Source: an optimization exercise on an open RTL-to-GDS flow (aim: small area). Production flows keep margins and buffers that such runs may drop. In this exercise RTL edits were held to simulation tests only and were not proved equivalent to the original. Power and IR drop assume default switching activity.

## flow/flow/run.sh

```bash
#!/bin/bash
# Standard ORFS layout (the standard.sh), with two changes:
#  - the per-bit row-lane update is hand-mapped to a22o cells (flow/mapcells.py) before synthesis;
#    the registers are untouched, so synthesis gives them the same names and cells as the standard one;
#  - the port buffers are made of the smallest buffer cell.
set -uo pipefail
python3 flow/mapcells.py design.v > design_mapped.v 2> mapcells.log || exit 1
sed "s#^export VERILOG_FILES = .*#export VERILOG_FILES = $PWD/design_mapped.v#" config.mk > config_mapped.mk
grep -q "design_mapped.v" config_mapped.mk || exit 1
sed "s#DESIGN_CONFIG=[^ ]*#DESIGN_CONFIG=$PWD/config_mapped.mk#" standard.sh > standard_mapped.sh
grep -q "config_mapped.mk" standard_mapped.sh || exit 1
export BUFFER_PORTS_ARGS="-buffer_cell sky130_fd_sc_hd__buf_1"
bash standard_mapped.sh finish > flow_make.log 2>&1
rc=$?
cp -r orfs/logs orfs_logs 2>/dev/null
exit $rc
```

## flow/flow/mapcells.py

```python
#!/usr/bin/env python3
"""Hand-map the per-bit row-lane update of bf_graph_loader to sky130 a22o cells.

Reads the design as the layout reads it (design.v) and writes it back with the lane update
    row_q[i*WIDTH +: WIDTH] <= (row_q[i*WIDTH +: WIDTH] & {WIDTH{keep}}) | (in_data & {WIDTH{sel}});
computed by one sky130_fd_sc_hd__a22o_1 per bit, X = (A1 & A2) | (B1 & B2), the same function.
The registers (row_q) are left as they are, so synthesis names and maps them as it does the RTL.
"""
import re
import sys

src = open(sys.argv[1]).read()
pat = re.compile(
    r"always_ff\s*@\s*\(\s*posedge\s+clk\s*\)\s*begin\s*"
    r"row_q\[i\*WIDTH \+: WIDTH\]\s*<=\s*\(row_q\[i\*WIDTH \+: WIDTH\]\s*&\s*\{WIDTH\{keep\}\}\)\s*\|\s*"
    r"\(in_data\s*&\s*\{WIDTH\{sel\}\}\);\s*end")
new = """logic [WIDTH-1:0] d;
    for (genvar b = 0; b < WIDTH; b++) begin : g_bit
      sky130_fd_sc_hd__a22o_1 u_a22o (.A1(row_q[i*WIDTH+b]), .A2(keep), .B1(in_data[b]), .B2(sel), .X(d[b]));
    end
    always_ff @(posedge clk) begin
      row_q[i*WIDTH +: WIDTH] <= d;
    end"""
out, n = pat.subn(new, src)
if n != 1:
    sys.exit("mapcells.py: lane update not found exactly once (%d)" % n)
sys.stdout.write(out)
```

## flow/standard.sh

```bash
#!/bin/bash
# synth_recipe.tcl (not shown) runs the flow's synth.tcl, then flattens the netlist and writes it again
# the make line also repeats each setting of config.mk as NAME=value (left out here)
make -C /OpenROAD-flow-scripts/flow DESIGN_CONFIG=/design/flow/config.mk WORK_HOME=/design/flow/orfs CLKGATE_MAP_FILE= SYNTH_SCRIPT=/design/flow/synth_recipe.tcl "${@:-finish}"
```

## flow/config.mk

```make
export PLATFORM = sky130hd
export DESIGN_NAME = bf_graph_loader
export DESIGN_NICKNAME = bf_graph_loader
export VERILOG_FILES = /design/flow/design.v
export SDC_FILE = /design/flow/constraint.sdc
export NUM_CORES = 4
export LEC_CHECK = 0
export CAP_MARGIN = 20
export CORE_AREA = 3 3 647 103
export CTS_BUF_LIST = sky130_fd_sc_hd__clkbuf_16
export CTS_CLUSTER_DIAMETER = 60
export CTS_CLUSTER_SIZE = 30
export DIE_AREA = 0 0 650 106
export PLACE_DENSITY = 0.65
export SLEW_MARGIN = 20
```

## flow/constraint.sdc

```tcl
create_clock -name core_clock -period 5.0 [get_ports {clk}]
set_input_delay 1.0000 -clock core_clock [delete_from_list [all_inputs] [get_ports {clk}]]
set_output_delay 1.0000 -clock core_clock [all_outputs]
set_load 0.01 [all_outputs]
```

## flow/design.v

```verilog
module bf_graph_loader #(
  parameter int LANES  = 32,
  parameter int WIDTH  = 32,
  parameter int ADDR_W = 10,
  parameter int ROWS   = 32
) (
  input  logic                   clk,
  input  logic                   rst_global,
  input  logic                   go,
  input  logic                   abort,
  input  logic [WIDTH-1:0]       in_data,
  input  logic                   in_valid,
  output logic                   in_ready,
  output logic [ADDR_W-1:0]      mem_addr,
  output logic [LANES*WIDTH-1:0] mem_wdata,
  output logic                   mem_we,
  output logic                   mem_sel,
  output logic                   start,
  input  logic                   finish,
  output logic                   busy,
  output logic                   done
);
  localparam int LW = (LANES > 1) ? $clog2(LANES) : 1;
  localparam int RW = (ROWS > 1) ? $clog2(ROWS) : 1;
  logic st_load, st_kick, st_start, st_run, st_done, we_q;
  logic [LW-1:0]          lane_cnt;
  logic [RW-1:0]          row_cnt;
  logic [LANES*WIDTH-1:0] row_q;
  logic idle, accept, row_end, last_end, running;
  assign idle     = ~(st_load | st_kick | st_start | st_run | st_done);
  assign accept   = st_load & in_valid & ~abort;
  assign row_end  = accept & (lane_cnt == LW'(LANES - 1));
  assign last_end = row_end & (row_cnt == RW'(ROWS - 1));
  assign running  = st_start | st_run;
  assign in_ready  = st_load;
  assign mem_we    = we_q;
  assign mem_sel   = st_load | st_kick;
  assign start     = st_start;
  assign done      = st_done;
  assign busy      = ~idle;
  assign mem_addr  = ADDR_W'(row_cnt);
  assign mem_wdata = row_q;
  always_ff @(posedge clk or posedge rst_global) begin
    if (rst_global) begin
      st_load  <= 1'b0;
      st_kick  <= 1'b0;
      st_start <= 1'b0;
      st_run   <= 1'b0;
      st_done  <= 1'b0;
      we_q     <= 1'b0;
    end else begin
      st_load  <= (idle & go) | (st_load & ~abort & ~last_end);
      st_kick  <= last_end;
      st_start <= st_kick;
      st_run   <= running & ~finish;
      st_done  <= running & finish;
      we_q     <= row_end;
    end
  end
  always_ff @(posedge clk) begin
    if (!st_load) lane_cnt <= '0;
    else if (accept) lane_cnt <= lane_cnt + 1'b1;
  end
  always_ff @(posedge clk) begin
    if (!st_load) row_cnt <= '0;
    else if (we_q) row_cnt <= row_cnt + 1'b1;
  end
  logic keep;
  assign keep = st_load & ~we_q;
  for (genvar i = 0; i < LANES - 1; i++) begin : g_lane
    logic sel;
    assign sel = accept & (lane_cnt == LW'(i));
    always_ff @(posedge clk) begin
      row_q[i*WIDTH +: WIDTH] <= (row_q[i*WIDTH +: WIDTH] & {WIDTH{keep}}) | (in_data & {WIDTH{sel}});
    end
  end
  always_ff @(posedge clk) begin
    row_q[LANES*WIDTH-1 -: WIDTH] <= in_data;
  end
endmodule
```

==> results of run 1 <==
## routing by layer
metal | GRT usage (%) | wire (um) | part of all wire (%)
met4 | 5.02 | 1700 | 1.4
met2 | 51.2 | 53900 | 46
met5 | 0 | 0 | 0
met3 | 7.14 | 10100 | 8.6
met1 | 45.9 | 52300 | 44
## report_power, final
group | switching [mW] | total (mW) | internal (mW)
Clock | 2.58 | 4.08 | 1.50
Combinational | 0.695 | 0.843 | 0.148
Sequential | 0.0295 | 8.36 | 8.33
## per-stage QoR
step           hold slack (ns)   TNS, ns  util (%)
3_3_place_gp             0.363         0      58.3
5_1_grt                  0.228         0      60.4
3_5_place_dp             0.372         0      58.3
6_report                 0.251         0      60.4
2_1_floorplan            0.347  -6705.45         -
4_1_cts                  0.224         0      60.0
## cell usage in the layout, fill, tap and decap left out, types with 2 or more instances in the layout
cell	instances
mux2i_1	4
nand2_1	10
clkbuf_2	26
buf_4	20
buf_12	9
and3_1	4
clkbuf_16	41
nor2_4	23
nand4_1	2
conb_1	5
dfrtp_1	5
nand2b_1	2
nor2_2	8
inv_1	7
nand3_1	4
a22o_1	992
nor2_1	9
ha_1	8
buf_1	1040
xnor2_1	2
dfxtp_1	1034
buf_16	6
xor2_1	2
buf_2	6
## path summary, 6_finish.rpt
path	to	slack, ns
setup / recovery	busy	2.03
hold / removal	st_done$_DFF_PP0_	0.25
setup reg to reg	row_q[991]$_DFF_P_	2.19
hold reg to reg	st_start$_DFF_PP0_	0.40
max in group asynchronous	st_load$_DFF_PP0_	4.53
min in group core_clock	st_start$_DFF_PP0_	0.40
## flip-flops by register name, indices dropped and copies added (netlist names)
signal    flops
st_run        1
row_q      1024
we_q          1
row_cnt       5
st_kick       1
lane_cnt      5
st_load       1
st_start      1
st_done       1
## critical path: stages (launching register included)
cell and delay (ns):
dfrtp_2 0.49, or2_1 0.27, or4_4 0.45, buf_1 0.15
## layout make-up
| type | count | area, sq um | share of cell area (%) |
|---|---|---|---|
| Clock inverter | 3 | 18.8 | 0.0508 |
| Timing Repair Buffer | 1107 | 4560 | 12.3 |
| Antenna cell | 1 | 2.50 | 0.00677 |
| Tap cell | 851 | 1060 | 2.88 |
| Clock buffer | 41 | 1030 | 2.77 |
| Inverter | 6 | 27.5 | 0.0744 |
| Sequential cell | 1040 | 20900 | 56.4 |
| Multi-Input combinational cell | 1086 | 9430 | 25.5 |
## cells by family (layout without fill, tap and decap cells)
kind of cell / count (synthesis) / in the layout
flops: 1040 / 1040
compound gates: 995 / 995
simple gates: 70 / 70
buf+inv: 17 / 1157
fa+ha+maj: 8 / 8
xor+xnor: 4 / 4
mux: 4 / 4
other cells: 1 / 6
==> impl_metrics.py, run 1 <==
metrics = {
    "floorplanning": {
        "die_w_um": 650,
        "rows": 35,
        "die_h_um": 106,
        "start_util_pct": 49.2,
        "num_io_pins": 1078,
        "core-area_sq_mm": 0.0613,
        "die-area_sq_mm": 0.0689,
    },
    "clock_network": {
        "hold_buffers": 0,
        "cts_made_buffers": 40,
        "cts_tree": "built",
        "clock_latency_ns": 0.61,
        "cts_resized": 0,
        "cts_sinks": 1040,
        "clkSlewWorstSetupHoldPaths_ns": 0.12,
        "cts_buffer_depth": 3,
        "cts_root_buffer": "clkbuf_16",
        "cts_max_level": 2,
        "postCtsSetupBuffers": 0,
    },
    "synth": {
        "ys_seq_elements": 1040,
        "synth-xor-area-share_pct": 0.116,
        "ys_top_cells_by_area": "dfxtp_1, a22o_1, dfrtp_1",
        "synth_top_family_by_area": "compound AO/OA/AOI/OAI gates",
        "yosys.cell_count.top_type": "dfxtp_1",
        "ys.flop_type": "dfxtp_1",
        "synthTopCellsByCount": "dfxtp_1, a22o_1, nor2_1",
        "synthCells": 2139,
        "synth_cell_type_count": 29,
        "synth-edff-count": 0,
        "netlist_area_sq_mm": 0.0302,
        "synthMuxAreaShare_pct": 0.133,
        "synth-compound-area-share_pct": 28.9,
        "synth_adder_area_share_pct": 0.332,
        "syn_area_per_cell_sq_um": 14.1,
        "synth_largest_area_cell": "dfxtp_1",
        "synthSimpleGateAreaFrac_pct": 1.07,
        "synth_top_cell_area_share_pct": 68.6,
        "ys_seq_area_share_pct": 69.1,
        "async_flop_share_pct": 0.577,
        "ys_warn_count": 1,
    },
    "route": {
        "wl_per_cell_um": 28.5,
        "drtIter0Drc": 3273,
        "vias": 25100,
        "via_per_inst": 6.07,
        "drc": 0,
        "antenna_left": 0,
        "first_pass_iters": 6,
        "routed_wl_um": 118000,
    },
    "critical_path": {
        "rr_startpoint": "st_load$_DFF_PP0_",
        "crit_type": "flip-flop to output port",
        "rr_worst_depth": 4,
        "startpoint_type": "flip-flop",
        "endpoint_kind": "output port",
        "cp-startpoint": "st_load$_DFF_PP0_",
        "crit_fanout": 7,
        "required_ns": 4.00,
        "cp.arrival_ns": 1.97,
    },
    "global_route": {
        "grt_pass1_wl_um": 169000,
        "grt_max_degree": 224,
        "grt.total_usage_pct": 32.3,
        "grt-ovfl-total": 0,
        "grt_pass1_vias": 23500,
        "antenna_found_initial": 3,
    },
    "placement": {
        "gp_congestion": 0.909,
        "dp_slack_ns": 1.57,
        "dp_cells": 4082,
        "placedInstanceArea_sq_mm": 0.0357,
        "dpl.hpwl_um": 80200,
        "port_buffers": 1072,
    },
    "timing": {
        "hold_viol": 0,
        "rsz0062_at_grt": "false",
        "slew_headroom_pct": 15.5,
        "fin_worst_skew_ns": 0.0139,
        "period_needed_ns": 2.97,
        "max_freq_mhz": 336,
        "setup_violations": 0,
        "slew_viol_final": 0,
        "setup_slack_ns": 2.03,
        "fin_crit_sh_pct": 59.4,
        "worstMarginPinSlew_ns": 1.27,
    },
    "finish": {
        "fin_area_sq_mm": 0.0370,
        "final_nets": 3327,
        "drive_gt1_share_pct": 4.48,
        "nFillCells": 5072,
        "syn_to_final_growth_pct": 22.6,
        "layout.cells.non_filler": 4135,
    },
    "job": {
        "drv_cap": 0,
    },
    "status": {
        "outcome": "no timing/DRC/antenna violations",
    },
    "hold_path": {
        "hold_path_class": "primary input to async pin",
    },
    "pwr": {
        "power_density_mw_per_mm2": 359,
        "total_power_mw": 13.3,
        "irDropWorstVdd_mv": 0.235,
        "leakagePower_nw": 14.0,
    },
}
==> inputs of run 2 (changes only) <==
--- a/flow/config.mk
+++ b/flow/config.mk
@@ -8,8 +8,8 @@
 export CAP_MARGIN = 20
 export CORE_AREA = 3 3 647 103
 export CTS_BUF_LIST = sky130_fd_sc_hd__clkbuf_16
-export CTS_CLUSTER_DIAMETER = 60
-export CTS_CLUSTER_SIZE = 30
+export CTS_CLUSTER_DIAMETER = 45
+export CTS_CLUSTER_SIZE = 24
 export DIE_AREA = 0 0 650 106
 export PLACE_DENSITY = 0.65
 export SLEW_MARGIN = 20
==> run 2 against run 1 <==
Against the previous run: clock power increased by 9.1%; critical path type unchanged; clock skew rose by 0.017 ns; combinational power hardly changed; maximum frequency down 0.89%; cell count rose by 0.22%; clock-buffer cell count is 8 higher; sequential power hardly changed; largest power group unchanged; critical endpoint unchanged; still clean on timing, DRC and antenna.
==> impl_metrics.py, run 2 <==
metrics = {
    "hold_path": {
        "hold_path_class": "primary input to async pin",
    },
    "pwr": {
        "netSwitchingPower_mw": 3.40,
        "swShare_pct": 24.9,
        "power_density_mw_per_mm2": 367,
        "irDropWorstVdd_mv": 0.282,
        "p_comb_share_pct": 6.2,
        "total_power_mw": 13.6,
        "p_seq_share_pct": 61.2,
        "internal_power_mw": 10.2,
        "clkPwrFrac_pct": 32.6,
        "leakagePower_nw": 14.1,
    },
    "timing": {
        "worstMarginPinSlew_ns": 1.23,
        "setup_violations": 0,
        "fin_crit_sh_pct": 60.0,
        "slew_headroom_pct": 18.0,
        "max_freq_mhz": 333,
        "hold_viol": 0,
        "period_needed_ns": 3.00,
        "fin_worst_skew_ns": 0.0310,
        "rsz0062_at_grt": "false",
        "slew_viol_final": 0,
    },
    "global_route": {
        "grt-ovfl-total": 0,
        "grt_max_degree": 224,
        "antenna_found_initial": 3,
        "grt.total_usage_pct": 32.5,
        "grt_pass1_vias": 23700,
        "grt_pass1_wl_um": 170000,
    },
    "synth": {
        "ys_warn_count": 1,
        "ys_seq_elements": 1040,
        "syn_area_per_cell_sq_um": 14.1,
        "synth_cell_type_count": 29,
        "synth-edff-count": 0,
        "ys_top_cells_by_area": "dfxtp_1, a22o_1, dfrtp_1",
        "ys_seq_area_share_pct": 69.1,
        "ys.flop_type": "dfxtp_1",
        "synthCells": 2139,
        "synth_largest_area_cell": "dfxtp_1",
        "async_flop_share_pct": 0.577,
        "synth_top_cell_area_share_pct": 68.6,
        "synthTopCellsByCount": "dfxtp_1, a22o_1, nor2_1",
        "yosys.cell_count.top_type": "dfxtp_1",
        "netlist_area_sq_mm": 0.0302,
    },
    "clock_network": {
        "cts_buffer_depth": 3,
        "cts_resized": 0,
        "cts_tree": "built",
        "cts_made_buffers": 49,
        "hold_buffers": 0,
        "cts_max_level": 2,
        "cts_sinks": 1040,
        "postCtsSetupBuffers": 0,
        "cts_root_buffer": "clkbuf_16",
        "clkSlewWorstSetupHoldPaths_ns": 0.10,
        "clock_latency_ns": 0.63,
    },
    "finish": {
        "syn_to_final_growth_pct": 23.3,
        "largest_register": "row_q",
        "largest_reg_flops": 1024,
        "post-route-util_pct": 60.7,
        "final_nets": 3336,
        "nFillCells": 5056,
        "most-common-layout-cells": "buf_1, dfxtp_1, a22o_1",
        "largestRegisters": "row_q x1024, lane_cnt x5, row_cnt x5",
        "final_common_cell": "buf_1",
        "drive_gt1_share_pct": 4.71,
    },
    "critical_path": {
        "cp.buffers_inverters": 1,
        "crit_path_cell_trace": "or2_1, or4_4, buf_1",
        "endpoint_kind": "output port",
        "startpoint_type": "flip-flop",
        "slowest_stage": "dfrtp_2",
        "crit_fanout": 7,
        "cp_num_cells": 3,
        "cpPeakStageDelay_ns": 0.48,
        "path_delay_family": "simple AND/OR/NAND/NOR gates",
        "cp.arrival_ns": 2.00,
        "required_ns": 4.00,
        "crit_type": "flip-flop to output port",
        "rr_worst_depth": 4,
    },
    "route": {
        "antenna_left": 0,
        "vias": 25200,
        "wl_per_cell_um": 28.6,
        "routed_wl_um": 119000,
        "drc": 0,
        "drtIter0Drc": 3252,
        "first_pass_iters": 6,
        "via_per_inst": 6.09,
    },
    "floorplanning": {
        "start_util_pct": 49.2,
        "rows": 35,
        "core-area_sq_mm": 0.0613,
        "die_h_um": 106,
        "num_io_pins": 1078,
        "die_w_um": 650,
        "die-area_sq_mm": 0.0689,
    },
    "placement": {
        "port_buffers": 1072,
        "gp_congestion": 0.909,
        "dpl.hpwl_um": 80200,
    },
    "job": {
        "drv_cap": 0,
    },
    "status": {
        "outcome": "no timing/DRC/antenna violations",
    },
}
-- run 2: worst paths after layout --
path	to	slack, ns	start
setup / recovery	busy	2.00	st_load$_DFF_PP0_
hold / removal	st_done$_DFF_PP0_	0.24	rst_global
setup reg to reg	row_q[643]$_DFF_P_	2.15	st_load$_DFF_PP0_
hold reg to reg	st_start$_DFF_PP0_	0.39	st_kick$_DFF_PP0_
max in group asynchronous	st_load$_DFF_PP0_	4.54	rst_global
min in group core_clock	st_start$_DFF_PP0_	0.39	st_kick$_DFF_PP0_
-- run 2: cell type report --
| type | instances | area (sq um) | share of cell area (%) |
|---|---|---|---|
| sequential | 1040 | 20900 | 56.1 |
| multi-input combinational | 1086 | 9430 | 25.4 |
| timing repair buffer | 1107 | 4560 | 12.3 |
| clock buffer | 49 | 1230 | 3.30 |
| tap | 851 | 1060 | 2.86 |
| clock inverter | 4 | 27.5 | 0.0740 |
| inverter | 6 | 27.5 | 0.0740 |
| antenna | 1 | 2.50 | 0.00673 |
-- run 2: cells by family (layout without fill, tap and decap cells) --
group	count (synthesis)	after routing	synth area share, %
buf+inv	17	1166	0.290
other cells	1	6	0.0124
xor+xnor	4	4	0.116
compound gates	995	995	28.9
mux	4	4	0.133
flops	1040	1040	69.1
fa+ha+maj	8	8	0.332
simple gates	70	70	1.07
-- run 2: power groups by stage --
| stage | registers [mW] | clock network, mW | logic [mW] |
|---|---|---|---|
| 6_report | 8.36 | 4.45 | 0.843 |
| 5_1_grt | 8.36 | 4.82 | 0.879 |
| 4_1_cts | 8.35 | 4.47 | 0.806 |
| 3_5_place_dp | 8.54 | 0 | 0.806 |
| 3_3_place_gp | 8.54 | 0 | 0.790 |
| 2_1_floorplan | 8.57 | 0 | 0.371 |
-- run 2: stage by stage --
step | TNS [ns] | hold WS, ns | std cells | instance area, sq um | setup slack [ns]
floorplan | -6705.45 | 0.347 | 2143 | 30200 | -6.76
global placement | 0 | 0.363 | 4081 | 35700 | 1.68
detailed placement | 0 | 0.372 | 4082 | 35700 | 1.57
CTS | 0 | 0.216 | 4135 | 37000 | 2.00
global route | 0 | 0.226 | 4143 | 37200 | 1.97
finish | 0 | 0.239 | 4144 | 37200 | 2.00
-- run 2: layer usage --
layer  wire (um)  GRT usage, %  up-vias
li1            -             -    10800
met1       52100          46.1    13100
met2       54100          51.4     1194
met3       10600          7.30      163
met4        1880          5.48        0
met5           0             0        -
==> inputs of run 3 (changes only) <==
--- a/flow/config.mk
+++ b/flow/config.mk
@@ -5,11 +5,11 @@
 export SDC_FILE = /design/flow/constraint.sdc
 export NUM_CORES = 4
 export LEC_CHECK = 0
-export CAP_MARGIN = 20
+export CAP_MARGIN = 5
 export CORE_AREA = 3 3 647 103
 export CTS_BUF_LIST = sky130_fd_sc_hd__clkbuf_16
 export CTS_CLUSTER_DIAMETER = 45
 export CTS_CLUSTER_SIZE = 24
 export DIE_AREA = 0 0 650 106
 export PLACE_DENSITY = 0.65
-export SLEW_MARGIN = 20
+export SLEW_MARGIN = 5
==> run 3 against run 2 <==
Against the previous run: still clean; cell area down 0.62%; utilization down 0.37 points; maximum frequency up 0.95%; total power down 0.10%; routed wire length about the same; die area unchanged; global-route usage up 0.099 points; critical path depth unchanged; non-clock buffer count down 9.
==> impl_metrics.py, run 3 <==
metrics = {
    "placement": {
        "gp_congestion": 0.909,
        "port_buffers": 1072,
        "dpl.hpwl_um": 80200,
        "dp_slack_ns": 1.59,
        "placedInstanceArea_sq_mm": 0.0357,
    },
    "clock_network": {
        "postCtsSetupBuffers": 0,
        "clkSlewWorstSetupHoldPaths_ns": 0.11,
        "hold_buffers": 0,
        "cts_resized": 0,
        "cts_buffer_depth": 3,
        "cts_sinks": 1040,
        "cts_tree": "built",
        "cts_root_buffer": "clkbuf_16",
        "cts_max_level": 2,
        "cts_made_buffers": 49,
        "clock_latency_ns": 0.62,
    },
    "floorplanning": {
        "die_w_um": 650,
        "die_h_um": 106,
        "core-area_sq_mm": 0.0613,
        "die-area_sq_mm": 0.0689,
        "rows": 35,
        "start_util_pct": 49.2,
        "num_io_pins": 1078,
    },
    "critical_path": {
        "crit_fanout": 7,
        "required_ns": 4.00,
        "crit_type": "flip-flop to output port",
        "startpoint_type": "flip-flop",
        "cp.arrival_ns": 1.97,
        "endpoint_kind": "output port",
    },
    "finish": {
        "largestRegisters": "row_q x1024, lane_cnt x5, row_cnt x5",
        "most-common-layout-cells": "buf_1, dfxtp_1, a22o_1",
        "largest_register": "row_q",
        "largest_reg_flops": 1024,
        "drive_gt1_share_pct": 4.42,
        "final_common_cell": "buf_1",
        "num_antenna_cells": 0,
        "post-route-util_pct": 60.3,
        "syn_to_final_growth_pct": 22.6,
        "final_nets": 3327,
        "fin_area_sq_mm": 0.0370,
    },
    "timing": {
        "period_needed_ns": 2.97,
        "setup_violations": 0,
        "rsz0062_at_grt": "false",
        "fin_crit_sh_pct": 59.4,
        "setup_slack_ns": 2.03,
        "fin_worst_skew_ns": 0.0281,
        "slew_headroom_pct": 12.3,
        "max_freq_mhz": 337,
        "setup_tns_ns": 0,
        "worstMarginPinSlew_ns": 1.32,
        "slew_viol_final": 0,
        "hold_viol": 0,
    },
    "synth": {
        "synth_cell_type_count": 29,
        "synth-edff-count": 0,
        "ys.flop_type": "dfxtp_1",
        "async_flop_share_pct": 0.577,
        "synth_largest_area_cell": "dfxtp_1",
        "synthTopCellsByCount": "dfxtp_1, a22o_1, nor2_1",
        "ys_top_cells_by_area": "dfxtp_1, a22o_1, dfrtp_1",
        "netlist_area_sq_mm": 0.0302,
        "ys_seq_elements": 1040,
        "synthCells": 2139,
        "syn_area_per_cell_sq_um": 14.1,
        "ys_seq_area_share_pct": 69.1,
        "synth_top_cell_area_share_pct": 68.6,
        "ys_warn_count": 1,
        "yosys.cell_count.top_type": "dfxtp_1",
    },
    "route": {
        "first_pass_iters": 6,
        "routed_wl_um": 119000,
        "dr_wl_met2_um": 53300,
        "drt-met1-wl_um": 51900,
        "via_per_inst": 6.07,
        "antenna_left": 0,
        "wl_met3_um": 11200,
        "vias": 25100,
        "drc": 0,
        "highest_layer": "met4",
        "wl_per_cell_um": 28.7,
        "drtIter0Drc": 2959,
    },
    "status": {
        "outcome": "no timing/DRC/antenna violations",
    },
    "job": {
        "drv_cap": 0,
    },
    "pwr": {
        "power_density_mw_per_mm2": 369,
        "leakagePower_nw": 14.0,
        "irDropWorstVdd_mv": 0.289,
        "total_power_mw": 13.6,
    },
    "global_route": {
        "grt_pass1_wl_um": 170000,
        "grt_max_degree": 224,
        "grt.total_usage_pct": 32.6,
        "grt_pass1_vias": 23800,
        "antenna_found_initial": 4,
        "grt-ovfl-total": 0,
    },
    "hold_path": {
        "hold_path_class": "primary input to async pin",
    },
}
==> run 3: where the power goes <==
| group | total (mW) | switching (mW) | internal [mW] | leakage [nW] |
|---|---|---|---|---|
| clock network | 4.44 | 2.67 | 1.77 | 0.627 |
| registers | 8.36 | 0.0299 | 8.33 | 8.42 |
| logic | 0.836 | 0.696 | 0.140 | 4.94 |
| total | 13.6 | 3.39 | 10.2 | 14.0 |
==> run 3: cell families (layout without fill, tap and decap cells) <==
logic type	after synthesis	in the layout	synth area share (%)
fa+ha+maj	8	8	0.332
other cells	1	5	0.0124
compound gates	995	995	28.9
simple gates	70	70	1.07
mux	4	4	0.133
flops	1040	1040	69.1
xor+xnor	4	4	0.116
buf+inv	17	1157	0.290
==> run 3: area by class of cell <==
cell class / instances / area [sq um]
multi-input combinational: 1086 / 9430
sequential: 1040 / 20900
clock inverter: 4 / 27.5
inverter: 6 / 27.5
timing repair buffer: 1098 / 4330
fill: 5096 / 24300
clock buffer: 49 / 1230
tap: 851 / 1060
==> run 3: stage by stage <==
step / instances / hold WS (ns)
floorplan: 2143 / 0.347
global placement: 4081 / 0.363
detailed placement: 4081 / 0.376
CTS: 4134 / 0.226
global route: 4134 / 0.237
finish: 4134 / 0.242
==> run 3: routing by layer <==
layer  GRT usage (%)  vias up
li1                -    10800
met4            6.30        0
met2            50.8     1184
met3            9.13      172
met1            45.3    13000
met5               0        -
==> run 3: path summary, 6_finish.rpt <==
check	startpoint	to	cells after the start	slack, ns
max reg2reg	st_load$_DFF_PP0_	row_q[666]$_DFF_P_	4	2.13
min	rst_global	st_done$_DFF_PP0_	2	0.24
max in group asynchronous	rst_global	st_load$_DFF_PP0_	2	4.54
min in group core_clock	st_kick$_DFF_PP0_	st_start$_DFF_PP0_	0	0.41
min reg2reg	st_kick$_DFF_PP0_	st_start$_DFF_PP0_	0	0.41
max	st_load$_DFF_PP0_	busy	3	2.03
==> run 3: worst max-delay path, cell delays in order, from the launching register on <==
cell and delay (ns):
dfrtp_2 0.49, or2_1 0.27, or4_4 0.44, buf_1 0.15
==> inputs of run 4 (changes only) <==
==> flow/config.mk (replaced) <==
export PLATFORM = sky130hd
export DESIGN_NAME = bf_graph_loader
export DESIGN_NICKNAME = bf_graph_loader
export VERILOG_FILES = /design/flow/design.v
export SDC_FILE = /design/flow/constraint.sdc
export NUM_CORES = 4
export LEC_CHECK = 0
export CAP_MARGIN = 20
export CORE_AREA = 3 3 647 103
export CTS_BUF_LIST = sky130_fd_sc_hd__clkbuf_16
export CTS_CLUSTER_DIAMETER = 45
export CTS_CLUSTER_SIZE = 30
export DIE_AREA = 0 0 650 106
export PLACE_DENSITY = 0.85
export SLEW_MARGIN = 20
==> run 4 against run 3 <==
Against the previous run: area after synthesis stayed put; cell area grew 0.14%; sequential power barely moved; still clean; maximum frequency down 1.9%; first-iteration DRC count grew 8.9%; largest power group unchanged; cell count grew 0.17%; largest cell class unchanged.
==> impl_metrics.py, run 4 <==
metrics = {
    "synth": {
        "async_flop_share_pct": 0.577,
        "synth-xor-area-share_pct": 0.116,
        "synth_top_cell_area_share_pct": 68.6,
        "netlist_area_sq_mm": 0.0302,
        "synthMuxAreaShare_pct": 0.133,
        "syn_area_per_cell_sq_um": 14.1,
        "yosys.cell_count.top_type": "dfxtp_1",
        "synth_top_family_by_area": "compound AO/OA/AOI/OAI gates",
        "ys_top_cells_by_area": "dfxtp_1, a22o_1, dfrtp_1",
        "ys_warn_count": 1,
        "synth_cell_type_count": 29,
        "ys_seq_area_share_pct": 69.1,
        "synth-edff-count": 0,
        "ys.flop_type": "dfxtp_1",
        "synth_largest_area_cell": "dfxtp_1",
        "synth-compound-area-share_pct": 28.9,
        "synthCells": 2139,
        "synthSimpleGateAreaFrac_pct": 1.07,
        "synth_adder_area_share_pct": 0.332,
        "ys_seq_elements": 1040,
        "synthTopCellsByCount": "dfxtp_1, a22o_1, nor2_1",
    },
    "global_route": {
        "grt-ovfl-total": 0,
        "grt.total_usage_pct": 30.3,
        "antenna_found_initial": 4,
        "grt_pass1_wl_um": 158000,
        "grt_pass1_vias": 23500,
        "grt_max_degree": 191,
    },
    "finish": {
        "largestRegisters": "row_q x1024, lane_cnt x5, row_cnt x5",
        "final_common_cell": "buf_1",
        "fin_area_sq_mm": 0.0370,
        "drive_gt1_share_pct": 4.68,
        "final_nets": 3335,
        "post-route-util_pct": 60.4,
        "num_antenna_cells": 0,
        "most-common-layout-cells": "buf_1, dfxtp_1, a22o_1",
        "largest_reg_flops": 1024,
        "largest_register": "row_q",
        "layout.cells.non_filler": 4141,
        "syn_to_final_growth_pct": 22.7,
    },
    "clock_network": {
        "hold_buffers": 0,
        "clock_latency_ns": 0.62,
        "clkSlewWorstSetupHoldPaths_ns": 0.12,
        "cts_root_buffer": "clkbuf_16",
        "cts_sinks": 1040,
        "cts_tree": "built",
        "postCtsSetupBuffers": 0,
        "cts_buffer_depth": 3,
        "cts_resized": 0,
        "cts_made_buffers": 40,
        "cts_max_level": 2,
    },
    "floorplanning": {
        "die-area_sq_mm": 0.0689,
        "start_util_pct": 49.2,
        "num_io_pins": 1078,
        "die_h_um": 106,
        "core-area_sq_mm": 0.0613,
        "rows": 35,
        "die_w_um": 650,
    },
    "pwr": {
        "leakagePower_nw": 14.0,
        "internal_power_mw": 9.98,
        "irDropWorstVdd_mv": 0.288,
        "p_comb_share_pct": 6.5,
        "netSwitchingPower_mw": 3.25,
        "swShare_pct": 24.5,
        "clkPwrFrac_pct": 30.3,
        "power_density_mw_per_mm2": 358,
        "p_seq_share_pct": 63.2,
    },
    "timing": {
        "rsz0062_at_grt": "false",
        "worstMarginPinSlew_ns": 1.24,
        "max_freq_mhz": 330,
        "setup_tns_ns": 0,
        "slew_headroom_pct": 17.4,
        "setup_violations": 0,
        "fin_worst_skew_ns": 0.0288,
        "fin_crit_sh_pct": 60.6,
        "period_needed_ns": 3.03,
        "hold_viol": 0,
        "slew_viol_final": 0,
    },
    "placement": {
        "dpl.hpwl_um": 75100,
        "placedInstanceArea_sq_mm": 0.0358,
        "gp_congestion": 0.884,
        "dp_cells": 4092,
        "port_buffers": 1072,
    },
    "critical_path": {
        "rr_worst_depth": 4,
        "required_ns": 4.00,
        "crit_type": "flip-flop to output port",
        "startpoint_type": "flip-flop",
        "endpoint_kind": "output port",
        "crit_fanout": 7,
        "r2r_slack_ns": 2.11,
        "cp.arrival_ns": 2.03,
        "timing.rr.end": "row_q[801]$_DFF_P_",
        "rr_startpoint": "st_load$_DFF_PP0_",
        "cp-startpoint": "st_load$_DFF_PP0_",
        "cp-endpoint": "busy",
    },
    "route": {
        "wl_per_cell_um": 27.0,
        "routed_wl_um": 112000,
        "drc": 0,
        "vias": 25200,
        "first_pass_iters": 5,
        "antenna_left": 0,
        "via_per_inst": 6.08,
        "drtIter0Drc": 3223,
    },
    "hold_path": {
        "hold_path_class": "flip-flop to flip-flop",
    },
    "status": {
        "outcome": "no timing/DRC/antenna violations",
    },
    "job": {
        "drv_cap": 0,
    },
}
run 4: cell count changes in the layout (fill, tap and decap cells not counted), sizes merged:
| cell | before | now |
|---|---|---|
| buf | 1066 | 1089 |
| clkbuf | 81 | 67 |
| inv | 9 | 7 |
run 4: cells by family (layout without fill, tap and decap cells):
group / after synthesis / in the layout
compound gates: 995 / 995
flops: 1040 / 1040
other cells: 1 / 5
xor+xnor: 4 / 4
fa+ha+maj: 8 / 8
buf+inv: 17 / 1164
mux: 4 / 4
simple gates: 70 / 70
run 4: through the flow:
step	hold WS [ns]	total power [mW]	setup slack, ns
2_1_floorplan	0.347	8.94	-6.76
3_3_place_gp	0.361	9.36	1.68
3_5_place_dp	0.370	9.36	1.58
4_1_cts	0.393	13.2	1.97
5_1_grt	0.408	13.6	1.90
6_report	0.402	13.2	1.97
run 4: how the worst min path moves through the flow:
stage,cells after the start,from,end
after global routing,2,rst_global,we_q$_DFF_PP0_
after global placement,0,st_kick$_DFF_PP0_,st_start$_DFF_PP0_
after detailed placement,0,st_kick$_DFF_PP0_,st_start$_DFF_PP0_
after CTS,2,rst_global,st_run$_DFF_PP0_
final,0,st_kick$_DFF_PP0_,st_start$_DFF_PP0_
after floorplan,0,st_kick$_DFF_PP0_,st_start$_DFF_PP0_
run 4: layer usage:
metal / vias to the layer above / GRT usage, % / share of wire (%)
met4: 2 / 10.5 / 3.1
met2: 1420 / 50.6 / 48
met1: 12700 / 38.8 / 38
met3: 280 / 7.02 / 11
li1: 10800 / - / -
met5: - / 0 / 0.012
run 4: power by group through the flow:
| stage | Clock [mW] | Sequential [mW] | Combinational (mW) |
|---|---|---|---|
| 6_report | 4.01 | 8.36 | 0.862 |
| 5_1_grt | 4.32 | 8.37 | 0.896 |
| 4_1_cts | 4.01 | 8.36 | 0.819 |
| 3_5_place_dp | 0 | 8.55 | 0.819 |
| 3_3_place_gp | 0 | 8.54 | 0.815 |
| 2_1_floorplan | 0 | 8.57 | 0.371 |
run 4: area by class of cell:
class                      instances  area (sq um)
clock buffer                      41          1030
clock inverter                     2          15.0
fill                            4892         24300
inverter                           6          27.5
multi-input combinational       1086          9440
sequential                      1040         20900
tap                              851          1060
timing repair buffer            1115          4590
run 4: critical path, cell delays in order (launching register included):
cell and delay, ns:
dfrtp_2 0.51, or2_1 0.27, or4_4 0.45, buf_1 0.18
==> inputs of run 5 (changes only) <==
--- a/flow/config.mk
+++ b/flow/config.mk
@@ -7,9 +7,9 @@
 export LEC_CHECK = 0
 export CAP_MARGIN = 20
 export CORE_AREA = 3 3 647 103
-export CTS_BUF_LIST = sky130_fd_sc_hd__clkbuf_16
-export CTS_CLUSTER_DIAMETER = 45
-export CTS_CLUSTER_SIZE = 30
+export CTS_BUF_LIST = sky130_fd_sc_hd__clkbuf_8
+export CTS_CLUSTER_DIAMETER = 30
+export CTS_CLUSTER_SIZE = 15
 export DIE_AREA = 0 0 650 106
-export PLACE_DENSITY = 0.85
+export PLACE_DENSITY = 0.65
 export SLEW_MARGIN = 20
==> run 5 against run 4 <==
Against the previous run: critical path type unchanged; highest routed layer is now met4; cell count up 1.0%; critical endpoint unchanged; sequential power is essentially flat; sequential share of layout area down 0.21 points; cell area increased by 0.37%; still clean on timing, DRC and antenna.
==> impl_metrics.py, run 5 <==
metrics = {
    "synth": {
        "ys_warn_count": 1,
        "synth-edff-count": 0,
        "ys_top_cells_by_area": "dfxtp_1, a22o_1, dfrtp_1",
        "ys.flop_type": "dfxtp_1",
        "ys_seq_elements": 1040,
        "syn_area_per_cell_sq_um": 14.1,
        "synth_largest_area_cell": "dfxtp_1",
        "synthTopCellsByCount": "dfxtp_1, a22o_1, nor2_1",
        "yosys.cell_count.top_type": "dfxtp_1",
        "synthCells": 2139,
        "netlist_area_sq_mm": 0.0302,
        "synth_cell_type_count": 29,
        "async_flop_share_pct": 0.577,
        "ys_seq_area_share_pct": 69.1,
        "synth_top_cell_area_share_pct": 68.6,
    },
    "global_route": {
        "grt_pass1_wl_um": 171000,
        "antenna_found_initial": 3,
        "grt.total_usage_pct": 32.7,
        "grt_max_degree": 224,
        "grt_pass1_vias": 24000,
        "grt-ovfl-total": 0,
    },
    "timing": {
        "hold_viol": 0,
        "slew_viol_final": 0,
        "max_freq_mhz": 329,
        "setup_slack_ns": 1.96,
        "setup_tns_ns": 0,
        "fin_crit_sh_pct": 60.9,
        "rsz0062_at_grt": "false",
        "worstMarginPinSlew_ns": 1.20,
        "fin_worst_skew_ns": 0.0311,
        "period_needed_ns": 3.04,
        "slew_headroom_pct": 20.1,
        "setup_violations": 0,
    },
    "pwr": {
        "internal_power_mw": 9.98,
        "power_density_mw_per_mm2": 363,
        "irDropWorstVdd_mv": 0.179,
        "p_seq_share_pct": 62.0,
        "swShare_pct": 25.9,
        "clkPwrFrac_pct": 31.7,
        "p_comb_share_pct": 6.3,
        "netSwitchingPower_mw": 3.48,
        "total_power_mw": 13.5,
        "leakagePower_nw": 14.1,
    },
    "clock_network": {
        "cts_max_level": 3,
        "hold_buffers": 0,
        "cts_buffer_depth": 3,
        "clock_latency_ns": 0.71,
        "cts_sinks": 1040,
        "cts_root_buffer": "clkbuf_8",
        "cts_resized": 0,
        "clkSlewWorstSetupHoldPaths_ns": 0.12,
        "postCtsSetupBuffers": 0,
        "cts_tree": "built",
        "cts_made_buffers": 79,
    },
    "hold_path": {
        "hold_path_class": "primary input to async pin",
    },
    "placement": {
        "port_buffers": 1072,
        "dp_slack_ns": 1.57,
        "dpl.hpwl_um": 80200,
        "gp_congestion": 0.909,
        "dp_cells": 4082,
    },
    "critical_path": {
        "crit_type": "flip-flop to output port",
        "r2r_slack_ns": 2.09,
        "required_ns": 4.00,
        "slowest_stage": "dfrtp_2",
        "crit_path_cell_trace": "or2_1, or4_4, buf_1",
        "crit_fanout": 7,
        "startpoint_type": "flip-flop",
        "cp.arrival_ns": 2.04,
        "timing.rr.end": "row_q[990]$_DFF_P_",
        "endpoint_kind": "output port",
        "rr_worst_depth": 4,
        "rr_startpoint": "st_load$_DFF_PP0_",
        "path_delay_family": "simple AND/OR/NAND/NOR gates",
        "cpPeakStageDelay_ns": 0.49,
        "cp.buffers_inverters": 1,
    },
    "job": {
        "drv_cap": 0,
    },
    "floorplanning": {
        "core-area_sq_mm": 0.0613,
        "num_io_pins": 1078,
        "rows": 35,
        "die_h_um": 106,
        "die_w_um": 650,
        "start_util_pct": 49.2,
        "die-area_sq_mm": 0.0689,
    },
    "finish": {
        "post-route-util_pct": 60.6,
        "syn_to_final_growth_pct": 23.2,
        "most-common-layout-cells": "buf_1, dfxtp_1, a22o_1",
        "largest_register": "row_q",
        "final_nets": 3367,
        "drive_gt1_share_pct": 5.79,
        "largest_reg_flops": 1024,
        "final_common_cell": "buf_1",
        "layout.cells.non_filler": 4184,
        "largestRegisters": "row_q x1024, lane_cnt x5, row_cnt x5",
    },
    "route": {
        "wl_per_cell_um": 28.5,
        "drc": 0,
        "first_pass_iters": 5,
        "antenna_left": 0,
        "drtIter0Drc": 3486,
        "vias": 25400,
        "routed_wl_um": 119000,
        "via_per_inst": 6.07,
    },
    "status": {
        "outcome": "no timing/DRC/antenna violations",
    },
}
==> run 5: cell counts after synthesis <==
No cell type changed its count.
==> run 5: worst max-delay path by stage <==
| stage | from | slack, ns | end | cells after the start |
|---|---|---|---|---|
| 2_1_floorplan | st_load$_DFF_PP0_ | -6.76 | row_q[0]$_DFF_P_ | 3 |
| 3_3_place_gp | abort | 1.68 | row_q[984]$_DFF_P_ | 5 |
| 3_5_place_dp | abort | 1.57 | row_q[991]$_DFF_P_ | 5 |
| 4_1_cts | st_load$_DFF_PP0_ | 1.93 | busy | 3 |
| 5_1_grt | st_load$_DFF_PP0_ | 1.90 | busy | 3 |
| 6_report | st_load$_DFF_PP0_ | 1.96 | busy | 3 |
==> run 5: logic make-up after synthesis <==
kind of cell	Yosys count	synth area share, %
adders and majority gates	8	0.332
DFF	1040	69.1
AOI/OAI and AO/OA	995	28.9
xor gates and xnor gates	4	0.116
buffers and inverters	17	0.290
muxes	4	0.133
and+or+nand+nor	70	1.07
other	1	0.0124
==> run 5: power groups by stage <==
stage | Combinational (mW) | Clock [mW] | Sequential, mW
floorplan | 0.371 | 0 | 8.57
global placement | 0.790 | 0 | 8.54
detailed placement | 0.806 | 0 | 8.54
CTS | 0.806 | 4.28 | 8.35
global route | 0.881 | 4.65 | 8.36
finish | 0.847 | 4.27 | 8.36
==> run 5: through the flow <==
stage / cell area [sq um] / hold slack, ns
floorplan: 30200 / 0.347
global placement: 35700 / 0.363
detailed placement: 35700 / 0.372
CTS: 36900 / 0.141
global route: 37100 / 0.150
finish: 37100 / 0.179
==> run 5: cell type report <==
class	instances	area, sq um
Fill cell	5116	24100
Sequential cell	1040	20900
Multi-Input combinational cell	1086	9430
Timing Repair Buffer	1108	4580
Clock buffer	83	1140
Tap cell	851	1060
Clock inverter	8	48.8
Inverter	6	27.5
Antenna cell	2	5.00
==> run 5: worst reg2reg max path, stage by stage, from the launching register on <==
cell,delay [ns]
dfrtp_2,0.48
and3b_1,0.48
nand3_1,0.61
nor2_4,0.99
a22o_1,0.29
==> run 5: layer usage <==
metal  wire length (um)  global-route usage [%]  up-vias
met5                  0                       0        -
met4               1910                    6.21        0
met3              10600                    7.83      149
met2              53600                    51.0     1261
met1              52900                    46.4    13100
li1                   -                       -    10900
==> inputs of run 6 (changes only) <==
--- a/flow/design.v
+++ b/flow/design.v
@@ -22,36 +22,34 @@
 );
   localparam int LW = (LANES > 1) ? $clog2(LANES) : 1;
   localparam int RW = (ROWS > 1) ? $clog2(ROWS) : 1;
-  logic st_load, st_kick, st_start, st_run, st_done, we_q;
+  logic st_load, st_start, st_run, st_done, we_q;
   logic [LW-1:0]          lane_cnt;
   logic [RW-1:0]          row_cnt;
   logic [LANES*WIDTH-1:0] row_q;
-  logic idle, accept, row_end, last_end, running;
-  assign idle     = ~(st_load | st_kick | st_start | st_run | st_done);
+  logic busy_c, accept, row_end, last_end, running;
+  assign busy_c   = st_load | we_q | st_start | st_run | st_done;
   assign accept   = st_load & in_valid & ~abort;
   assign row_end  = accept & (lane_cnt == LW'(LANES - 1));
   assign last_end = row_end & (row_cnt == RW'(ROWS - 1));
   assign running  = st_start | st_run;
   assign in_ready  = st_load;
   assign mem_we    = we_q;
-  assign mem_sel   = st_load | st_kick;
+  assign mem_sel   = st_load | we_q;
   assign start     = st_start;
   assign done      = st_done;
-  assign busy      = ~idle;
+  assign busy      = busy_c;
   assign mem_addr  = ADDR_W'(row_cnt);
   assign mem_wdata = row_q;
   always_ff @(posedge clk or posedge rst_global) begin
     if (rst_global) begin
       st_load  <= 1'b0;
-      st_kick  <= 1'b0;
       st_start <= 1'b0;
       st_run   <= 1'b0;
       st_done  <= 1'b0;
       we_q     <= 1'b0;
     end else begin
-      st_load  <= (idle & go) | (st_load & ~abort & ~last_end);
-      st_kick  <= last_end;
-      st_start <= st_kick;
+      st_load  <= (~busy_c & go) | (st_load & ~abort & ~last_end);
+      st_start <= we_q & ~st_load;
       st_run   <= running & ~finish;
       st_done  <= running & finish;
       we_q     <= row_end;
==> flow/config.mk (replaced) <==
export PLATFORM = sky130hd
export DESIGN_NAME = bf_graph_loader
export DESIGN_NICKNAME = bf_graph_loader
export VERILOG_FILES = /design/flow/design.v
export SDC_FILE = /design/flow/constraint.sdc
export NUM_CORES = 4
export LEC_CHECK = 0
export CAP_MARGIN = 5
export CORE_AREA = 3 3 647 103
export CTS_BUF_LIST = sky130_fd_sc_hd__clkbuf_16
export CTS_CLUSTER_DIAMETER = 45
export CTS_CLUSTER_SIZE = 24
export DIE_AREA = 0 0 650 106
export PLACE_DENSITY = 0.65
export SLEW_MARGIN = 5
==> run 6 against run 5 <==
Against the previous run: combinational power decreased by 0.9%; maximum frequency is 2.1% lower; still clean; register-to-register slack improved by 0.02 ns; cell count shrank 1.2%; largest cell class unchanged; global-route usage is essentially flat.
==> impl_metrics.py, run 6 <==
metrics = {
    "status": {
        "outcome": "no timing/DRC/antenna violations",
    },
    "floorplanning": {
        "die_h_um": 106,
        "start_util_pct": 49.2,
        "die-area_sq_mm": 0.0689,
        "die_w_um": 650,
        "num_io_pins": 1078,
        "core-area_sq_mm": 0.0613,
        "rows": 35,
    },
    "finish": {
        "final_common_cell": "buf_1",
        "drive_gt1_share_pct": 4.45,
        "layout.cells.non_filler": 4135,
        "largest_reg_flops": 1024,
        "largest_register": "row_q",
        "num_antenna_cells": 0,
        "nFillCells": 5042,
        "most-common-layout-cells": "buf_1, dfxtp_1, a22o_1",
        "final_nets": 3325,
        "syn_to_final_growth_pct": 22.6,
        "largestRegisters": "row_q x1024, lane_cnt x5, row_cnt x5",
    },
    "critical_path": {
        "cp.arrival_ns": 2.11,
        "startpoint_type": "flip-flop",
        "required_ns": 4.00,
        "cp.buffers_inverters": 1,
        "slowest_stage": "dfrtp_1",
        "path_delay_family": "simple AND/OR/NAND/NOR gates",
        "timing.rr.end": "row_q[580]$_DFF_P_",
        "cpPeakStageDelay_ns": 0.54,
        "rr_worst_depth": 4,
        "endpoint_kind": "output port",
        "crit_fanout": 9,
        "crit_path_cell_trace": "or2_4, or4_4, buf_1",
        "crit_type": "flip-flop to output port",
        "rr_startpoint": "st_load$_DFF_PP0_",
        "r2r_slack_ns": 2.11,
    },
    "clock_network": {
        "postCtsSetupBuffers": 0,
        "cts_sinks": 1039,
        "cts_max_level": 2,
        "cts_buffer_depth": 3,
        "cts_resized": 0,
        "cts_root_buffer": "clkbuf_16",
        "hold_buffers": 0,
        "cts_tree": "built",
        "cts_made_buffers": 49,
        "clock_latency_ns": 0.64,
        "clkSlewWorstSetupHoldPaths_ns": 0.11,
    },
    "pwr": {
        "leakagePower_nw": 14.0,
        "irDropWorstVdd_mv": 0.299,
        "power_density_mw_per_mm2": 370,
    },
    "synth": {
        "synthCells": 2137,
        "netlist_area_sq_mm": 0.0301,
        "ys_seq_elements": 1039,
        "synth_largest_area_cell": "dfxtp_1",
        "synthTopCellsByCount": "dfxtp_1, a22o_1, nor2_1",
        "ys_top_cells_by_area": "dfxtp_1, a22o_1, nor2_1",
        "syn_area_per_cell_sq_um": 14.1,
        "ys_seq_area_share_pct": 69.1,
        "yosys.cell_count.top_type": "dfxtp_1",
        "ys_warn_count": 1,
        "synth-edff-count": 0,
        "ys.flop_type": "dfxtp_1",
        "synth_cell_type_count": 29,
        "async_flop_share_pct": 0.481,
        "synth_top_cell_area_share_pct": 68.7,
    },
    "global_route": {
        "antenna_found_initial": 3,
        "grt-ovfl-total": 0,
        "grt_pass1_wl_um": 170000,
        "grt_pass1_vias": 23800,
        "grt_max_degree": 187,
        "grt.total_usage_pct": 32.7,
    },
    "timing": {
        "hold_viol": 0,
        "whs_ns": 0.230,
        "worstMarginPinSlew_ns": 1.29,
        "slew_headroom_pct": 14.1,
        "rsz0062_at_grt": "false",
        "period_needed_ns": 3.11,
        "slew_viol_final": 0,
        "fin_worst_skew_ns": 0.0187,
        "max_freq_mhz": 322,
        "fin_crit_sh_pct": 62.2,
        "setup_violations": 0,
    },
    "placement": {
        "dpl.hpwl_um": 80600,
        "port_buffers": 1072,
        "gp_congestion": 0.899,
        "dp_cells": 4079,
    },
    "route": {
        "antenna_left": 0,
        "routed_wl_um": 119000,
        "drtIter0Drc": 3057,
        "vias": 25100,
        "via_per_inst": 6.08,
        "wl_per_cell_um": 28.8,
        "first_pass_iters": 5,
        "drc": 0,
    },
    "hold_path": {
        "hold_path_class": "primary input to async pin",
    },
    "job": {
        "drv_cap": 0,
    },
}
## run 6: cell type report
type	count	area, sq um	area share (%)
multi-input cells	1086	9440	25.5
clock inverters	7	52.6	0.142
well taps	851	1060	2.88
flip-flops and latches	1039	20800	56.4
inverters	6	25.0	0.0677
repair buffers	1097	4310	11.7
clock buffers	49	1230	3.32
## run 6: logic make-up (layout without fill, tap and decap cells)
| family | Yosys count | after routing | synth area share, % |
|---|---|---|---|
| AO/OA/AOI/OAI | 995 | 995 | 28.9 |
| XOR/XNOR | 4 | 4 | 0.116 |
| other | 1 | 5 | 0.0124 |
| buffers and inverters | 16 | 1159 | 0.291 |
| adder cells (fa/ha/maj) | 8 | 8 | 0.332 |
| multiplexers | 4 | 4 | 0.133 |
| AND/OR/NAND/NOR | 70 | 70 | 1.08 |
| flip-flops | 1039 | 1039 | 69.1 |
## run 6: per-layer routing
layer  global-route usage (%)  wire, um  up-vias
met5                        0         0        -
met4                     6.96      2310        0
li1                         -         -    10800
met1                     45.5     51900    13000
met2                     50.8     53700     1193
met3                     9.10     11300      187
## run 6: how the worst max path moves through the flow
stage	to	depth (start not counted)	slack, ns	start
6_report	busy	3	1.89	we_q$_DFF_PP0_
5_1_grt	busy	3	1.83	we_q$_DFF_PP0_
2_1_floorplan	row_q[0]$_DFF_P_	3	-6.71	we_q$_DFF_PP0_
4_1_cts	busy	3	1.89	we_q$_DFF_PP0_
3_3_place_gp	row_q[550]$_DFF_P_	5	1.72	abort
3_5_place_dp	row_q[553]$_DFF_P_	5	1.55	abort
## run 6: power breakdown
| group | internal (mW) | total, mW | switching [mW] | leakage [nW] |
|---|---|---|---|---|
| clock network | 1.78 | 4.50 | 2.71 | 0.644 |
| registers | 8.32 | 8.35 | 0.0300 | 8.41 |
| logic | 0.138 | 0.839 | 0.701 | 4.93 |
## run 6: through the flow
step                      util, %  setup TNS, ns  power, mW  instance area (sq um)  worst slack (ns)
after global routing         60.3              0       14.1                  36900              1.83
after detailed placement     58.2              0       9.35                  35700              1.55
final                        60.3              0       13.7                  36900              1.89
after global placement       58.2              0       9.32                  35700              1.72
after floorplan                 -       -6658.66       8.93                  30200             -6.71
after CTS                    60.3              0       13.6                  36900              1.89
==> inputs of run 7 (changes only) <==
--- a/flow/config.mk
+++ b/flow/config.mk
@@ -5,11 +5,11 @@
 export SDC_FILE = /design/flow/constraint.sdc
 export NUM_CORES = 4
 export LEC_CHECK = 0
-export CAP_MARGIN = 5
+export CAP_MARGIN = 0
 export CORE_AREA = 3 3 647 103
 export CTS_BUF_LIST = sky130_fd_sc_hd__clkbuf_16
 export CTS_CLUSTER_DIAMETER = 45
 export CTS_CLUSTER_SIZE = 24
 export DIE_AREA = 0 0 650 106
 export PLACE_DENSITY = 0.65
-export SLEW_MARGIN = 5
+export SLEW_MARGIN = 0
==> run 7 against run 6 <==
Against the previous run: synthesized cell count unchanged; setup slack got worse by 0.0092 ns; total power about the same; critical path type unchanged; critical endpoint unchanged; largest cell class unchanged; highest routed layer unchanged.
==> impl_metrics.py, run 7 <==
metrics = {
    "critical_path": {
        "cpPeakStageDelay_ns": 0.54,
        "startpoint_type": "flip-flop",
        "crit_path_cell_trace": "or2_4, or4_4, buf_1",
        "cp.arrival_ns": 2.12,
        "crit_fanout": 9,
        "required_ns": 4.00,
        "rr_worst_depth": 4,
        "slowest_stage": "dfrtp_1",
        "crit_type": "flip-flop to output port",
        "endpoint_kind": "output port",
    },
    "finish": {
        "nFillCells": 5047,
        "drive_gt1_share_pct": 4.45,
        "num_antenna_cells": 0,
        "most-common-layout-cells": "buf_1, dfxtp_1, a22o_1",
        "largestRegisters": "row_q x1024, lane_cnt x5, row_cnt x5",
        "syn_to_final_growth_pct": 22.6,
        "largest_register": "row_q",
        "final_nets": 3325,
        "final_common_cell": "buf_1",
        "largest_reg_flops": 1024,
    },
    "floorplanning": {
        "die-area_sq_mm": 0.0689,
        "die_w_um": 650,
        "start_util_pct": 49.2,
        "core-area_sq_mm": 0.0613,
        "num_io_pins": 1078,
        "rows": 35,
        "die_h_um": 106,
    },
    "timing": {
        "period_needed_ns": 3.12,
        "worstMarginPinSlew_ns": 1.35,
        "fin_worst_skew_ns": 0.0192,
        "whs_ns": 0.219,
        "fin_crit_sh_pct": 62.4,
        "setup_slack_ns": 1.88,
        "slew_viol_final": 0,
        "max_freq_mhz": 321,
        "slew_headroom_pct": 9.68,
        "rsz0062_at_grt": "false",
        "hold_viol": 0,
        "setup_violations": 0,
        "setup_tns_ns": 0,
    },
    "route": {
        "drc": 0,
        "via_per_inst": 6.08,
        "drtIter0Drc": 3197,
        "vias": 25200,
        "first_pass_iters": 5,
        "wl_per_cell_um": 28.8,
        "antenna_left": 0,
        "routed_wl_um": 119000,
    },
    "synth": {
        "syn_area_per_cell_sq_um": 14.1,
        "synth_top_cell_area_share_pct": 68.7,
        "async_flop_share_pct": 0.481,
        "ys_seq_area_share_pct": 69.1,
        "synth_largest_area_cell": "dfxtp_1",
        "synth_cell_type_count": 29,
        "ys_seq_elements": 1039,
        "ys_top_cells_by_area": "dfxtp_1, a22o_1, nor2_1",
        "ys.flop_type": "dfxtp_1",
        "ys_warn_count": 1,
        "synth-edff-count": 0,
        "yosys.cell_count.top_type": "dfxtp_1",
        "synthTopCellsByCount": "dfxtp_1, a22o_1, nor2_1",
        "netlist_area_sq_mm": 0.0301,
        "synthCells": 2137,
    },
    "global_route": {
        "grt_max_degree": 187,
        "grt-ovfl-total": 0,
        "gr-usage-met2_pct": 50.8,
        "grt_pass1_vias": 23800,
        "grt.total_usage_pct": 32.7,
        "antenna_found_initial": 3,
        "grt_pass1_wl_um": 170000,
        "met3_usage_pct": 9.10,
        "met1_usage_pct": 45.5,
        "busiest_layer": "met2",
    },
    "clock_network": {
        "cts_root_buffer": "clkbuf_16",
        "clkSlewWorstSetupHoldPaths_ns": 0.11,
        "cts_sinks": 1039,
        "postCtsSetupBuffers": 0,
        "cts_made_buffers": 49,
        "cts_tree": "built",
        "cts_max_level": 2,
        "hold_buffers": 0,
        "cts_buffer_depth": 3,
        "clock_latency_ns": 0.64,
        "cts_resized": 0,
    },
    "pwr": {
        "total_power_mw": 13.7,
        "leakagePower_nw": 14.0,
        "irDropWorstVdd_mv": 0.300,
        "power_density_mw_per_mm2": 370,
    },
    "job": {
        "drv_cap": 0,
    },
    "placement": {
        "gp_congestion": 0.899,
        "dp_slack_ns": 1.55,
        "dpl.hpwl_um": 80600,
        "port_buffers": 1072,
    },
    "status": {
        "outcome": "no timing/DRC/antenna violations",
    },
    "hold_path": {
        "hold_path_class": "primary input to async pin",
    },
}
==> run 7: critical path: cells and delay by family, from the launching register on <==
family | cells | cell delay (ns)
buf+inv | 1 | 0.15
flops | 1 | 0.54
simple gates | 2 | 0.79
==> run 7: area by class of cell <==
class | count | area, sq um | area share, %
clock buffer | 49 | 1230 | 3.32
clock inverter | 7 | 52.6 | 0.142
inverter | 6 | 25.0 | 0.0677
multi-input combinational | 1086 | 9430 | 25.5
sequential | 1039 | 20800 | 56.4
tap | 851 | 1060 | 2.88
timing repair buffer | 1097 | 4310 | 11.7
==> run 7: kinds of logic after synthesis <==
kind of cell	Yosys count	synth area share, %
flip-flops	1039	69.1
buffers and inverters	16	0.291
AO/OA/AOI/OAI	995	28.9
adder cells (fa/ha/maj)	8	0.332
AND/OR/NAND/NOR	70	1.08
XOR/XNOR	4	0.116
multiplexers	4	0.133
other	1	0.0124
==> run 7: final timing paths <==
check / from / endpoint / slack, ns
setup / recovery: we_q$_DFF_PP0_ / busy / 1.88
hold / removal: rst_global / st_done$_DFF_PP0_ / 0.22
setup reg to reg: st_load$_DFF_PP0_ / row_q[553]$_DFF_P_ / 2.12
hold reg to reg: row_q[874]$_DFF_P_ / row_q[874]$_DFF_P_ / 0.49
max in group asynchronous: rst_global / st_load$_DFF_PP0_ / 4.55
min in group core_clock: row_q[874]$_DFF_P_ / row_q[874]$_DFF_P_ / 0.49
==> run 7: stage by stage <==
| stage | instance area, sq um | cells | util [%] |
|---|---|---|---|
| CTS | 36900 | 4135 | 60.3 |
| finish | 36900 | 4135 | 60.3 |
| floorplan | 30200 | 2141 | - |
| detailed placement | 35700 | 4079 | 58.2 |
| global placement | 35700 | 4079 | 58.2 |
| global route | 36900 | 4135 | 60.3 |
==> run 7: layer usage <==
layer	vias to the layer above	share of wire, %
li1	10800	-
met2	1218	45
met4	0	1.8
met5	-	0
met3	170	9.5
met1	13000	44
==> run 7: where the power goes <==
| part | total (mW) | switching, mW | internal, mW |
|---|---|---|---|
| logic | 0.840 | 0.702 | 0.138 |
| registers | 8.35 | 0.0300 | 8.32 |
| clock network | 4.49 | 2.71 | 1.78 |
==> inputs of run 8 (changes only) <==
--- a/flow/config.mk
+++ b/flow/config.mk
@@ -11,5 +11,7 @@
 export CTS_CLUSTER_DIAMETER = 45
 export CTS_CLUSTER_SIZE = 24
 export DIE_AREA = 0 0 650 106
+export GPL_ROUTABILITY_DRIVEN = 0
+export GPL_TIMING_DRIVEN = 0
 export PLACE_DENSITY = 0.65
 export SLEW_MARGIN = 0
==> run 8 against run 7 <==
Against the previous run: still clean; global-route usage barely moved; cell count grew 1.1%; via count up 0.47%; sequential power hardly changed; clock skew grew 0.0070 ns; setup slack got worse by 0.091 ns; routed wire length decreased by 1.1%; synthesized cell count stayed put; critical path type is now flip-flop to flip-flop; critical endpoint is now row_q[826]$_DFF_P_; highest routed layer unchanged.
==> impl_metrics.py, run 8 <==
metrics = {
    "finish": {
        "syn_to_final_growth_pct": 26.7,
        "largest_reg_flops": 1024,
        "drive_gt1_share_pct": 5.73,
        "post-route-util_pct": 62.3,
        "layout.cells.non_filler": 4182,
        "fin_area_sq_mm": 0.0382,
        "most-common-layout-cells": "buf_1, dfxtp_1, a22o_1",
        "largest_register": "row_q",
        "largestRegisters": "row_q x1024, lane_cnt x5, row_cnt x5",
        "final_common_cell": "buf_1",
        "final_nets": 3375,
        "num_antenna_cells": 0,
    },
    "synth": {
        "synth-compound-area-share_pct": 28.9,
        "ys_top_cells_by_area": "dfxtp_1, a22o_1, nor2_1",
        "synth-xor-area-share_pct": 0.116,
        "synth-edff-count": 0,
        "ys_seq_elements": 1039,
        "synth_cell_type_count": 29,
        "synth_top_family_by_area": "compound AO/OA/AOI/OAI gates",
        "synthCells": 2137,
        "synthMuxAreaShare_pct": 0.133,
        "synthSimpleGateAreaFrac_pct": 1.08,
        "ys_warn_count": 1,
        "syn_area_per_cell_sq_um": 14.1,
        "synthTopCellsByCount": "dfxtp_1, a22o_1, nor2_1",
        "ys_seq_area_share_pct": 69.1,
        "netlist_area_sq_mm": 0.0301,
        "synth_largest_area_cell": "dfxtp_1",
        "synth_top_cell_area_share_pct": 68.7,
        "async_flop_share_pct": 0.481,
        "yosys.cell_count.top_type": "dfxtp_1",
        "synth_adder_area_share_pct": 0.332,
        "ys.flop_type": "dfxtp_1",
    },
    "critical_path": {
        "rr_startpoint": "st_load$_DFF_PP0_",
        "cp.arrival_ns": 3.76,
        "required_ns": 5.56,
        "crit_type": "flip-flop to flip-flop",
        "endpoint_kind": "flip-flop",
        "rr_worst_depth": 10,
        "timing.rr.end": "row_q[826]$_DFF_P_",
        "cp-endpoint": "row_q[826]$_DFF_P_",
        "r2r_slack_ns": 1.79,
        "cp-startpoint": "st_load$_DFF_PP0_",
        "startpoint_type": "flip-flop",
        "crit_fanout": 50,
    },
    "placement": {
        "port_buffers": 1072,
        "dpl.hpwl_um": 83500,
        "placedInstanceArea_sq_mm": 0.0369,
        "dp_cells": 4129,
    },
    "floorplanning": {
        "die_h_um": 106,
        "die_w_um": 650,
        "core-area_sq_mm": 0.0613,
        "die-area_sq_mm": 0.0689,
        "start_util_pct": 49.2,
        "rows": 35,
        "num_io_pins": 1078,
    },
    "global_route": {
        "grt_pass1_wl_um": 171000,
        "grt-ovfl-total": 0,
        "grt_pass1_vias": 24100,
        "antenna_found_initial": 0,
        "grt_max_degree": 51,
        "grt.total_usage_pct": 32.7,
    },
    "route": {
        "routed_wl_um": 118000,
        "drtIter0Drc": 3107,
        "vias": 25300,
        "antenna_left": 0,
        "drc": 0,
        "wl_per_cell_um": 28.1,
        "first_pass_iters": 5,
        "via_per_inst": 6.04,
    },
    "timing": {
        "setup_tns_ns": 0,
        "fin_crit_sh_pct": 64.2,
        "setup_violations": 0,
        "whs_ns": 0.239,
        "hold_viol": 0,
        "worstMarginPinSlew_ns": 1.21,
        "rsz0062_at_grt": "false",
        "fin_worst_skew_ns": 0.0262,
        "max_freq_mhz": 312,
        "slew_headroom_pct": 19.2,
        "slew_viol_final": 0,
        "period_needed_ns": 3.21,
    },
    "pwr": {
        "irDropWorstVdd_mv": 0.259,
        "power_density_mw_per_mm2": 361,
        "leakagePower_nw": 14.5,
    },
    "clock_network": {
        "cts_root_buffer": "clkbuf_16",
        "cts_buffer_depth": 3,
        "postCtsSetupBuffers": 0,
        "hold_buffers": 0,
        "clock_latency_ns": 0.64,
        "cts_resized": 0,
        "cts_tree": "built",
        "cts_made_buffers": 49,
        "clkSlewWorstSetupHoldPaths_ns": 0.11,
        "cts_sinks": 1039,
        "cts_max_level": 2,
    },
    "job": {
        "drv_cap": 0,
    },
    "status": {
        "outcome": "no timing/DRC/antenna violations",
    },
    "hold_path": {
        "hold_path_class": "primary input to async pin",
    },
}
run 8: cell counts after synthesis:
No cell type changed its count.
run 8: cell families after synthesis:
logic type,count (synthesis)
flops,1039
xor+xnor,4
compound gates,995
mux,4
buf+inv,16
fa+ha+maj,8
other cells,1
simple gates,70
run 8: area by class of cell:
| class | count | area (sq um) |
|---|---|---|
| buffer | 10 | 65.1 |
| clock buffer | 49 | 1230 |
| clock inverter | 4 | 31.3 |
| fill | 4957 | 23100 |
| inverter | 6 | 25.0 |
| multi-input combinational | 1086 | 9440 |
| sequential | 1039 | 20800 |
| tap | 851 | 1060 |
| timing repair buffer | 1137 | 5500 |
run 8: through the flow:
step	power (mW)	setup WS (ns)
6_report	13.8	1.79
5_1_grt	14.2	1.60
4_1_cts	13.7	1.87
3_5_place_dp	9.48	1.72
3_3_place_gp	9.32	-11.20
2_1_floorplan	8.93	-6.71
run 8: worst min path at each step:
stage,end,slack [ns]
floorplan,lane_cnt[3]$_SDFFE_PN0P_,0.47
global placement,row_q[720]$_DFF_P_,0.47
detailed placement,row_q[931]$_DFF_P_,0.47
CTS,we_q$_DFF_PP0_,0.23
global route,we_q$_DFF_PP0_,0.24
finish,st_load$_DFF_PP0_,0.24
run 8: critical path, cell delays in order (launching register included):
cell and delay (ns):
dfrtp_2 0.46, inv_4 0.10, nor2_4 0.61, buf_16 0.26, buf_12 0.24, buf_12 0.23, buf_16 0.20, buf_12 0.24
buf_12 0.25, buf_12 0.26, a22o_1 0.18
run 8: power by group:
part | internal [mW] | total [mW] | switching, mW | leakage, nW
logic | 0.261 | 0.976 | 0.715 | 5.46
registers | 8.32 | 8.35 | 0.0284 | 8.41
clock network | 1.77 | 4.45 | 2.67 | 0.630
run 8: routing by layer:
layer / wire, um / GRT usage [%] / vias to the layer above
met1: 50700 / 45.3 / 13000
met5: 0 / 0 / -
met3: 10800 / 8.30 / 183
li1: - / - / 10900
met2: 53800 / 51.7 / 1188
met4: 2480 / 6.93 / 0

## what the ideal ports hide
Ports are ideal in the flow. The routed layouts listed here were re-timed in OpenROAD. Step 1 sets driving cells, clkbuf_16 on the clock port and buf_2 on the other inputs (assumed; they add their load-dependent delay and slew). Step 2 also shifts input and output timing later by t, the mid clock arrival at the registers, as if the neighbouring blocks saw the same clock. a / b / c = ideal ports / drivers / drivers and shift; a / b = the first two.
run | t, ns | setup slack, ns | clock arrival spread, ns | worst register clock-pin slew, ns | worst slew at a driven data input, ns
run 1 | 0.671 | 2.028 / 1.967 / 1.482 | 0.024 / 0.023 | 0.12 / 0.12 | 0.06
run 2 | 0.683 | 2.001 / 1.939 / 1.427 | 0.038 / 0.038 | 0.11 / 0.11 | 0.06
run 3 | 0.673 | 2.029 / 1.967 / 1.417 | 0.035 / 0.035 | 0.11 / 0.11 | 0.06
run 4 | 0.660 | 1.971 / 1.912 / 1.455 | 0.029 / 0.028 | 0.12 / 0.12 | 0.07
run 5 | 0.740 | 1.957 / 1.901 / 1.358 | 0.045 / 0.045 | 0.12 / 0.12 | 0.06
run 6 | 0.697 | 1.891 / 1.830 / 1.471 | 0.029 / 0.029 | 0.11 / 0.11 | 0.05
run 7 | 0.698 | 1.882 / 1.821 / 1.479 | 0.031 / 0.031 | 0.11 / 0.11 | 0.06
run 8 | 0.688 | 1.791 / 1.791 / 1.554 | 0.027 / 0.027 | 0.11 / 0.11 | 0.05
After both steps every run listed still meets setup and hold. The setup slack of run 3, which loses most, moves by -0.062 ns with the drivers and by -0.612 ns with both steps.
